From an optimization exercise on the open Yosys and OpenROAD flow, aimed at a short achievable clock period and few clock cycles; shortcuts taken in it are not production practice.
Function was checked by simulation only, so behaviour that the tests miss may differ from the original.
Power figures rest on the tool's default switching activity, not on a simulated workload.

==> trial 49 <==
Design avr_top, start of the top module:
module avr_top (
	input wire logic clk,
	input wire logic reset,
	input wire logic [15:0] cdata,
	input wire logic [7:0] data_read,
	output logic [15:0] pc,
	output logic [15:0] dmem_addr,
	output logic dmem_wen,
	output logic dmem_ren,
	output logic [7:0] dmem_wdata
);
Settings: LEC_CHECK=0, ABC_CLOCK_PERIOD_IN_PS=2500, CAP_MARGIN=30, CORE_MARGIN=2, CORE_UTILIZATION=40, SETUP_SLACK_MARGIN=5, SLEW_MARGIN=20, SYNTH_HIERARCHICAL=1; clock period 10.0 ns.
standard.sh (not shown) runs the stock make flow with config.mk's settings and CLKGATE_MAP_FILE= SYNTH_SCRIPT=/design/flow/synth_recipe.tcl, a recipe that flattens the netlist after the stock synthesis.
==> flow/flow/run.sh <==
#!/bin/bash
# Standard synthesis and layout; only the setup repair target is raised, so
# repair_timing keeps working on the paths after they meet the clock.
set -euo pipefail
bash standard.sh synth > synth.log 2>&1
bash standard.sh SETUP_SLACK_MARGIN=6.5 finish > layout.log 2>&1
==> inputs of trial 41, as changes to trial 49 <==
--- a/flow/design.v
+++ b/flow/design.v
@@ -48,19 +48,57 @@
 		addr_t addr;
 		logic wen;
 		logic ren;
 		logic [7:0] wdata;
 	} dmem_req_t;
 endpackage
 `default_nettype wire
 `default_nettype none
+module avr_regfile (
+	input wire logic [15:0] w,
+	input wire logic [255:0] regs,
+	input wire logic wl,
+	input wire logic [4:0] wl_dest,
+	input wire logic [7:0] res_q,
+	input wire logic ld2_v,
+	input wire logic [4:0] ld2_reg,
+	input wire logic [7:0] ld_wd,
+	output logic [7:0] rd_a,
+	output logic [7:0] rd_b
+);
+	logic i_imm;
+	logic a_hi;
+	logic [4:0] sel_a;
+	logic [4:0] sel_b;
+	logic [7:0] rf_alo;
+	logic [7:0] rf_ahi;
+	logic [7:0] rf_b;
+	always_comb begin
+		i_imm = (w[15:12] == 4'b0011) || (w[15:14] == 2'b01) || (w[15:12] == 4'b1110);
+		a_hi = i_imm | w[8];
+		sel_a = {a_hi, w[7:4]};
+		sel_b = {w[9], w[3:0]};
+		rf_alo = regs[{1'b0, w[7:4]} * 8 +: 8];
+		rf_ahi = regs[{1'b1, w[7:4]} * 8 +: 8];
+		rf_b = regs[sel_b * 8 +: 8];
+		if (wl && wl_dest == sel_a) rd_a = res_q;
+		else if (ld2_v && ld2_reg == sel_a) rd_a = ld_wd;
+		else rd_a = a_hi ? rf_ahi : rf_alo;
+		if (wl && wl_dest == sel_b) rd_b = res_q;
+		else if (ld2_v && ld2_reg == sel_b) rd_b = ld_wd;
+		else rd_b = rf_b;
+	end
+endmodule
+`default_nettype wire
+`default_nettype none
 module avr_alu (
 	input wire logic [7:0] a,
 	input wire logic [7:0] b,
+	input wire logic [7:0] bx,
 	input wire logic sub,
 	input wire logic cy,
 	input wire logic [2:0] rsel,
 	input wire logic [1:0] fcls,
 	input wire logic [1:0] tsel,
 	input wire logic [7:0] sreg,
 	output logic [7:0] res,
 	output logic [7:0] sreg_n
@@ -69,34 +107,32 @@
 	localparam logic [2:0] R_AND = 3'd1;
 	localparam logic [2:0] R_OR = 3'd2;
 	localparam logic [2:0] R_EOR = 3'd3;
 	localparam logic [2:0] R_PASS = 3'd4;
 	localparam logic [2:0] R_SWAP = 3'd5;
 	localparam logic [1:0] F_ARITH = 2'd1;
 	localparam logic [1:0] F_LOGIC = 2'd2;
 	localparam logic [1:0] F_SHIFT = 2'd3;
-	logic [7:0] bx;
 	logic cin;
 	logic [7:0] g;
 	logic [7:0] p;
 	logic [7:0] gg;
 	logic [7:0] pp;
 	logic [8:0] c;
 	logic [7:0] sum;
 	logic [7:0] lr;
 	logic [7:0] sr;
 	logic top;
 	logic [7:0] zk;
 	logic z_ar;
 	logic z_lg;
 	logic z_sh;
 	logic v_ar;
 	always_comb begin
-		bx = sub ? ~b : b;
 		cin = sub ^ (cy & sreg[0]);
 		g = a & bx;
 		p = a ^ bx;
 		gg = g;
 		gg[0] = g[0] | (p[0] & cin);
 		pp = p;
 		for (int d = 1; d < 8; d = d * 2) begin
 			for (int i = 7; i >= d; i--) begin
@@ -188,102 +224,109 @@
 		2'b01: t_br = {fbm, lo_br[6:0]};
 		2'b10: t_br = {fbp, lo_br[6:0]};
 		default: t_br = {fa1[15:7], lo_br[6:0]};
 		endcase
 		target = t_br;
 	end
 endmodule
 module avr_sequencer (
-	input wire logic cond,
+	input wire logic [7:0] sreg_c,
+	input wire logic [7:0] bsel1,
+	input wire logic [7:0] bsel0,
+	output logic cond,
 	input wire logic tk1,
 	input wire logic tk0,
 	input wire logic [15:0] target,
 	input wire logic [15:0] pc_c1,
 	input wire logic [15:0] pc_c0,
 	input wire logic fv_c1,
 	input wire logic fv_c0,
 	output logic [15:0] pc_d,
 	output logic fv_d
 );
 	logic tk;
+	assign cond = |(bsel1 & sreg_c) | |(bsel0 & ~sreg_c);
 	assign tk = cond ? tk1 : tk0;
 	assign pc_d = tk ? target : (cond ? pc_c1 : pc_c0);
 	assign fv_d = cond ? fv_c1 : fv_c0;
 endmodule
 `default_nettype wire
 `default_nettype none
 module avr_execute (
 	input wire logic [7:0] opa_q,
 	input wire logic [7:0] opb_q,
+	input wire logic [7:0] opbn_q,
 	input wire logic [7:0] res_q,
-	input wire logic [7:0] ld_q,
+	input wire logic [7:0] res_qn,
 	input wire logic fa_res,
-	input wire logic fa_ld,
 	input wire logic fb_res,
-	input wire logic fb_ld,
+	input wire logic [3:0] bxs,
 	input wire logic [7:0] data_read,
 	input wire logic la,
 	input wire logic lb,
 	input wire logic sub,
 	input wire logic cy,
 	input wire logic [2:0] rsel,
 	input wire logic [1:0] fcls,
 	input wire logic [1:0] tsel,
 	input wire logic [7:0] sreg_q,
-	input wire logic [7:0] bsel1,
-	input wire logic [7:0] bsel0,
 	output logic [7:0] res,
 	output logic [7:0] res1,
 	output logic [7:0] sreg_n,
-	output logic cond
+	output logic [7:0] sreg_c
 );
 	logic [7:0] a1;
 	logic [7:0] b1;
+	logic [7:0] bx1;
 	logic [7:0] a2;
 	logic [7:0] b2;
-	logic [7:0] sreg1;
-	assign a1 = fa_res ? res_q : (fa_ld ? ld_q : opa_q);
-	assign b1 = fb_res ? res_q : (fb_ld ? ld_q : opb_q);
+	logic [7:0] bx2;
+	assign a1 = fa_res ? res_q : opa_q;
+	assign b1 = fb_res ? res_q : opb_q;
+	assign bx1 = ({8{bxs[0]}} & res_q) | ({8{bxs[1]}} & res_qn)
+		| ({8{bxs[2]}} & opb_q) | ({8{bxs[3]}} & opbn_q);
 	assign a2 = la ? data_read : a1;
 	assign b2 = lb ? data_read : b1;
+	assign bx2 = lb ? (sub ? ~data_read : data_read) : bx1;
 	avr_alu u_alu_c (
 		.a(a1),
 		.b(b1),
+		.bx(bx1),
 		.sub(sub),
 		.cy(cy),
 		.rsel(rsel),
 		.fcls(fcls),
 		.tsel(tsel),
 		.sreg(sreg_q),
 		.res(res1),
-		.sreg_n(sreg1)
+		.sreg_n(sreg_c)
 	);
 	avr_alu u_alu (
 		.a(a2),
 		.b(b2),
+		.bx(bx2),
 		.sub(sub),
 		.cy(cy),
 		.rsel(rsel),
 		.fcls(fcls),
 		.tsel(tsel),
 		.sreg(sreg_q),
 		.res(res),
 		.sreg_n(sreg_n)
 	);
-	assign cond = |(bsel1 & sreg1) | |(bsel0 & ~sreg1);
 endmodule
 `default_nettype wire
 `default_nettype none
 module avr_cpu (
 	input wire logic clk,
 	input wire logic reset,
 	input wire avr_isa_pkg::opcode_t cdata,
 	input wire avr_isa_pkg::byte_t data_read,
-	output avr_mem_pkg::addr_t pc,
+	output avr_mem_pkg::addr_t pc_next,
 	output avr_mem_pkg::dmem_req_t dmem
 );
 	localparam logic [2:0] R_ADD = 3'd0;
 	localparam logic [2:0] R_AND = 3'd1;
 	localparam logic [2:0] R_OR = 3'd2;
 	localparam logic [2:0] R_EOR = 3'd3;
 	localparam logic [2:0] R_PASS = 3'd4;
 	localparam logic [2:0] R_SWAP = 3'd5;
@@ -336,46 +379,44 @@
 	assign padd_frm = padd({12'd0, pc_inc[15:12]}, 16'h000f, 1'b0);
 	assign padd_fbp = padd({7'd0, pc_inc[15:7]}, 16'd0, 1'b1);
 	assign padd_fbm = padd({7'd0, pc_inc[15:7]}, 16'h01ff, 1'b0);
 	logic sec_q;             
 	logic sec_st_q;
 	logic [4:0] sec_reg_q;
 	logic [7:0] sdat_q;      
 	logic fs_res_q;
-	logic fs_ld_q;
 	logic [7:0] regs [32];
 	logic [7:0] sreg_q;
 	logic e_v_q;
 	logic e_we_q;
 	logic [4:0] e_dest_q;
 	logic [2:0] e_rsel_q;
 	logic [1:0] e_fcls_q;
 	logic e_sub_q;
 	logic e_cy_q;
 	logic [1:0] e_top_q;     
 	logic [7:0] opa_q;
 	logic [7:0] opb_q;
+	logic [7:0] opbn_q;      
+	logic [7:0] res_qn;      
+	logic [3:0] bxs_q;       
 	logic [7:0] res_q;
-	logic [7:0] ld_q;
 	logic fa_res_q;
-	logic fa_ld_q;
 	logic fb_res_q;
-	logic fb_ld_q;
 	logic e_la_q;
 	logic e_lb_q;
 	logic ld1_v_q;
 	logic [4:0] ld1_reg_q;
 	logic ld2_v_q;
 	logic [4:0] ld2_reg_q;
 	logic [15:0] da_q;
 	logic dw_q;
 	logic dr_q;
 	logic [7:0] dd_q;
-	assign pc = pc_q;
 	assign dmem.addr = da_q;
 	assign dmem.wen = dw_q;
 	assign dmem.ren = dr_q;
 	assign dmem.wdata = dd_q;
 	logic [15:0] w;
 	assign w = cdata;
 	logic [4:0] sel_a;
 	logic [4:0] sel_b;
@@ -479,91 +520,107 @@
 	logic [15:0] def_fa1_q;
 	logic [15:0] def_tgt_q;
 	logic def_cond;
 	logic mis;
 	assign def_cond = |(def_b1_q & sreg_q) | |(def_b0_q & ~sreg_q);
 	assign mis = def_q & (def_cond != def_pred_q);
 	logic d_go;
 	assign d_go = fv_q & ~sec_q & ~mis;
-	logic a_hi;
-	logic [7:0] rf_alo;
-	logic [7:0] rf_ahi;
 	logic [7:0] rd_a;
 	logic [7:0] rd_b;
 	logic [7:0] rd_s;
 	logic [7:0] ld_wd;
 	logic e_wr;
 	logic fra;
 	logic fla;
 	logic frb;
 	logic flb;
 	logic lma;
 	logic lmb;
 	assign ld_wd = data_read;
 	assign e_wr = e_v_q & e_we_q;
-	assign a_hi = i_imm | w[8];
-	assign rf_alo = regs[{1'b0, w[7:4]}];
-	assign rf_ahi = regs[{1'b1, w[7:4]}];
+	logic [255:0] regs_flat;
+	always_comb begin
+		for (int i = 0; i < 32; i++) begin
+			regs_flat[8*i +: 8] = regs[i];
+		end
+	end
+	avr_regfile u_regread (
+		.w(w),
+		.regs(regs_flat),
+		.wl(wl_q),
+		.wl_dest(wl_dest_q),
+		.res_q(res_q),
+		.ld2_v(ld2_v_q),
+		.ld2_reg(ld2_reg_q),
+		.ld_wd(ld_wd),
+		.rd_a(rd_a),
+		.rd_b(rd_b)
+	);
 	always_comb begin
-		if (wl_q && wl_dest_q == sel_a) rd_a = res_q;
-		else rd_a = a_hi ? rf_ahi : rf_alo;
-		if (wl_q && wl_dest_q == sel_b) rd_b = res_q;
-		else rd_b = regs[sel_b];
-		fra = e_wr & (e_dest_q == sel_a);
 		fla = ld2_v_q & (ld2_reg_q == sel_a);
-		frb = e_wr & (e_dest_q == sel_b);
 		flb = ld2_v_q & (ld2_reg_q == sel_b);
+		fra = e_wr & (e_dest_q == sel_a);
+		frb = e_wr & (e_dest_q == sel_b);
 		lma = ld1_v_q & (ld1_reg_q == sel_a);
 		lmb = ld1_v_q & (ld1_reg_q == sel_b);
 		if (ld2_v_q && ld2_reg_q == sec_reg_q) rd_s = ld_wd;
 		else if (fs_res_q) rd_s = res_q;
-		else if (fs_ld_q) rd_s = ld_q;
 		else rd_s = sdat_q;
 	end
+	logic bx_res;
+	logic bx_op;
+	always_comb begin
+		case (d_bsrc)
+		2'd0: bx_res = frb;
+		2'd1: bx_res = 1'b0;
+		default: bx_res = fra;
+		endcase
+		bx_op = ~bx_res;
+	end
 	logic [7:0] res;
 	logic [7:0] res1;
 	logic [7:0] sreg_n;
 	logic e_late;
 	logic wl_q;
 	logic [4:0] wl_dest_q;
 	assign e_late = e_la_q | e_lb_q;
 	logic [7:0] bsel1;
 	logic [7:0] bsel0;
 	logic cond;
+	logic [7:0] sreg_c;
 	always_comb begin
 		for (int k = 0; k < 8; k++) begin
 			bsel1[k] = (w[2:0] == 3'(k)) & ~w[10];
 			bsel0[k] = (w[2:0] == 3'(k)) & w[10];
 		end
 	end
 	avr_execute u_execute (
 		.opa_q(opa_q),
 		.opb_q(opb_q),
+		.opbn_q(opbn_q),
 		.res_q(res_q),
-		.ld_q(ld_q),
+		.res_qn(res_qn),
+		.bxs(bxs_q),
 		.fa_res(fa_res_q),
-		.fa_ld(fa_ld_q),
 		.fb_res(fb_res_q),
-		.fb_ld(fb_ld_q),
 		.data_read(data_read),
 		.la(e_la_q),
 		.lb(e_lb_q),
 		.sub(e_sub_q),
 		.cy(e_cy_q),
 		.rsel(e_rsel_q),
 		.fcls(e_fcls_q),
 		.tsel(e_top_q),
 		.sreg_q(sreg_q),
-		.bsel1(bsel1),
-		.bsel0(bsel0),
 		.res(res),
 		.res1(res1),
 		.sreg_n(sreg_n),
-		.cond(cond)
+		.sreg_c(sreg_c)
 	);
 	logic [15:0] target;     
 	logic [15:0] t_rj;       
 	logic [15:0] rj_tgt_q;
 	logic rj_pend_q;
 	avr_target u_target (
 		.w(w),
 		.fa1(fa1_q),
@@ -617,17 +674,24 @@
 	logic [15:0] pc_d;
 	logic fv_d;
 	always_comb begin
 		br_w = d_go & i_br;
 		rj_w = d_go & i_rjmp;
 		dfr = br_w & (e_la_q | e_lb_q);
 		redir_e = fv_q & ~mis & (rj_w != pred_q);
 		nxt_n = bt_hit ? bt_tgt : pc_inc;
-		if (rj_pend_q) begin
+		if (reset) begin
+			tk1 = 1'b0;
+			tk0 = 1'b0;
+			pc_c1 = 16'd0;
+			pc_c0 = 16'd0;
+			fv_c1 = 1'b0;
+			fv_c0 = 1'b0;
+		end else if (rj_pend_q) begin
 			tk1 = 1'b0;
 			tk0 = 1'b0;
 			pc_c1 = rj_tgt_q;
 			pc_c0 = rj_tgt_q;
 			fv_c1 = 1'b0;
 			fv_c0 = 1'b0;
 		end else if (mis) begin
 			tk1 = 1'b0;
@@ -656,55 +720,59 @@
 			pc_c1 = redir_e ? fa1_q : nxt_n;
 			pc_c0 = pc_c1;
 			fv_c1 = ~redir_e;
 			fv_c0 = fv_c1;
 		end
 		taken = rj_w | (br_w & cond);
 	end
 	avr_sequencer u_nextpc (
+		.sreg_c(sreg_c),
+		.bsel1(bsel1),
+		.bsel0(bsel0),
 		.cond(cond),
 		.tk1(tk1),
 		.tk0(tk0),
 		.target(target),
 		.pc_c1(pc_c1),
 		.pc_c0(pc_c0),
 		.fv_c1(fv_c1),
 		.fv_c0(fv_c0),
 		.pc_d(pc_d),
 		.fv_d(fv_d)
 	);
+	assign pc_next = pc_d;
 	always_ff @(posedge clk) begin
 		fa_q <= pc_q;
 		fa1_q <= pc_inc;
 		frp_q <= padd_frp[3:0];
 		frm_q <= padd_frm[3:0];
 		fbp_q <= padd_fbp[8:0];
 		fbm_q <= padd_fbm[8:0];
+		pc_q <= pc_d;
+		fv_q <= fv_d;
 		res_q <= res;
+		res_qn <= ~res;
 		wl_dest_q <= e_dest_q;
 		rj_tgt_q <= t_rj;
 		bu_rj_q <= i_rjmp & ~def_q;
-		ld_q <= ld_wd;
 		pidx_q <= bt_idx;
 		bu_tag_q <= def_q ? def_fa_q : fa_q;
 		bu_tgt_q <= def_q ? def_tgt_q : target;
 		bu_tk_q <= def_q ? def_cond : taken;
 		bu_pred_q <= def_q ? def_pred_q : pred_q;
 		bu_idx_q <= def_q ? def_idx_q : pidx_q;
 		def_b1_q <= bsel1;
 		def_b0_q <= bsel0;
 		def_pred_q <= pred_q;
 		def_idx_q <= pidx_q;
 		def_fa_q <= fa_q;
 		def_fa1_q <= fa1_q;
 		def_tgt_q <= target;
 		if (reset) begin
-			pc_q <= '0;
-			fv_q <= 1'b0;
 			pred_q <= 1'b0;
 			rj_pend_q <= 1'b0;
 			sec_q <= 1'b0;
 			def_q <= 1'b0;
 			e_v_q <= 1'b0;
 			e_fcls_q <= F_NONE;
 			e_la_q <= 1'b0;
 			e_lb_q <= 1'b0;
@@ -721,18 +789,16 @@
 		end else begin
 			wl_q <= e_wr & e_late;
 			sreg_q <= sreg_n;
 			ld2_v_q <= ld1_v_q;
 			ld2_reg_q <= ld1_reg_q;
 			ld1_v_q <= 1'b0;
 			dw_q <= 1'b0;
 			dr_q <= 1'b0;
-			pc_q <= pc_d;
-			fv_q <= fv_d;
 			pred_q <= bt_hit;
 			def_q <= dfr;
 			rj_pend_q <= redir_e & rj_w;
 			bu_br_q <= def_q | (d_go & (i_br | i_rjmp) & ~dfr);
 			bu_bad_q <= ~def_q & fv_q & pred_q & ~mis & ~(d_go & (i_br | i_rjmp));
 			if (bu_br_q) begin
 				if (bu_tk_q) begin
 					if (bu_pred_q) begin
@@ -764,47 +830,46 @@
 				end
 			end
 			if (d_go && i_mem) begin
 				sec_q <= 1'b1;
 				sec_st_q <= w[9];
 				sec_reg_q <= w[8:4];
 				sdat_q <= rd_a;
 				fs_res_q <= fra;
-				fs_ld_q <= ~fra & fla;
 			end
 			e_v_q <= d_go & d_alu;
 			e_fcls_q <= (d_go & d_alu) ? d_fcls : F_NONE;
 			e_la_q <= d_go & d_alu & d_rda & ~d_azero & lma;
 			e_lb_q <= d_go & d_alu & (((d_bsrc == 2'd0) & d_rdb & lmb) | ((d_bsrc == 2'd2) & lma));
 		end
 		e_we_q <= d_we;
 		e_dest_q <= d_dest;
 		e_rsel_q <= d_rsel;
 		e_sub_q <= d_sub;
 		e_cy_q <= d_cy;
 		e_top_q <= d_top;
 		opa_q <= d_azero ? 8'd0 : rd_a;
 		fa_res_q <= ~d_azero & fra;
-		fa_ld_q <= ~d_azero & ~fra & fla;
+		bxs_q <= d_sub ? {bx_op, 1'b0, bx_res, 1'b0} : {1'b0, bx_op, 1'b0, bx_res};
 		case (d_bsrc)
 		2'd0: begin
 			opb_q <= rd_b;
+			opbn_q <= ~rd_b;
 			fb_res_q <= frb;
-			fb_ld_q <= ~frb & flb;
 		end
 		2'd1: begin
 			opb_q <= d_const;
+			opbn_q <= ~d_const;
 			fb_res_q <= 1'b0;
-			fb_ld_q <= 1'b0;
 		end
 		default: begin
 			opb_q <= rd_a;
+			opbn_q <= ~rd_a;
 			fb_res_q <= fra;
-			fb_ld_q <= ~fra & fla;
 		end
 		endcase
 	end
 	always_ff @(posedge clk) begin
 		for (int i = 0; i < 32; i++) begin
 			if (reset) begin
 				regs[i] <= '0;
 			end else if (e_wr && !e_late && e_dest_q == 5'(i)) begin
@@ -826,22 +891,26 @@
 	input wire logic [7:0] data_read,
 	output logic [15:0] pc,
 	output logic [15:0] dmem_addr,
 	output logic dmem_wen,
 	output logic dmem_ren,
 	output logic [7:0] dmem_wdata
 );
 	avr_mem_pkg::dmem_req_t dmem;
+	avr_mem_pkg::addr_t pc_next;
 	avr_cpu u_cpu (
 		.clk(clk),
 		.reset(reset),
 		.cdata(cdata),
 		.data_read(data_read),
-		.pc(pc),
+		.pc_next(pc_next),
 		.dmem(dmem)
 	);
+	always_ff @(posedge clk) begin
+		pc <= pc_next;
+	end
 	assign dmem_addr = dmem.addr;
 	assign dmem_wen = dmem.wen;
 	assign dmem_ren = dmem.ren;
 	assign dmem_wdata = dmem.wdata;
 endmodule
 `default_nettype wire
==> summary of the runs <==
Of trial 49 and trial 41, trial 49 has the higher via count (gap 18%, measured against trial 41).
Between trial 49 and trial 41, the lower synthesized area is in trial 49 (gap 0.57%, measured against trial 41).
In trial 49 the clock power is higher than in trial 41, by about 5%.
Against trial 49, the utilization of trial 41 is lower by 3.9 points.
Of trial 41 and trial 49, trial 41 has the higher register-to-register slack (gap 0.15 ns).
Testbench counts of trial 49, summed over its fixed seeds: cycles 142,365.
Testbench counts of trial 41, summed over its fixed seeds: cycles 142,365.

==> separate check: timing with driven ports <==
No port has a modelled driver above. Below, the same layouts with a new extraction and two added sets of constraints. Step 1 assumes that a clkbuf_16 drives the clock port and a buf_2 every other input. Step 2 also shifts input and output timing later by t, the mid clock arrival at the registers, as if the neighbouring blocks saw the same clock. a / b / c = no drivers / after step 1 / after step 2; a / b = the first two.
| run | t (ns) | slack for setup (ns) | latest minus earliest clock arrival (ns) | slew at the worst register clock pin (ns) |
|---|---|---|---|---|
| trial 49 | 0.767 | 5.860 / 5.744 / 4.977 | 0.036 / 0.036 | 0.07 / 0.07 |
| trial 41 | 0.730 | 5.813 / 5.832 / 5.102 | 0.028 / 0.028 | 0.07 / 0.07 |
After both steps setup and hold are still met in every run listed. For trial 49, which loses most, drivers alone change the setup slack by -0.116 ns; drivers and shift together by -0.883 ns.
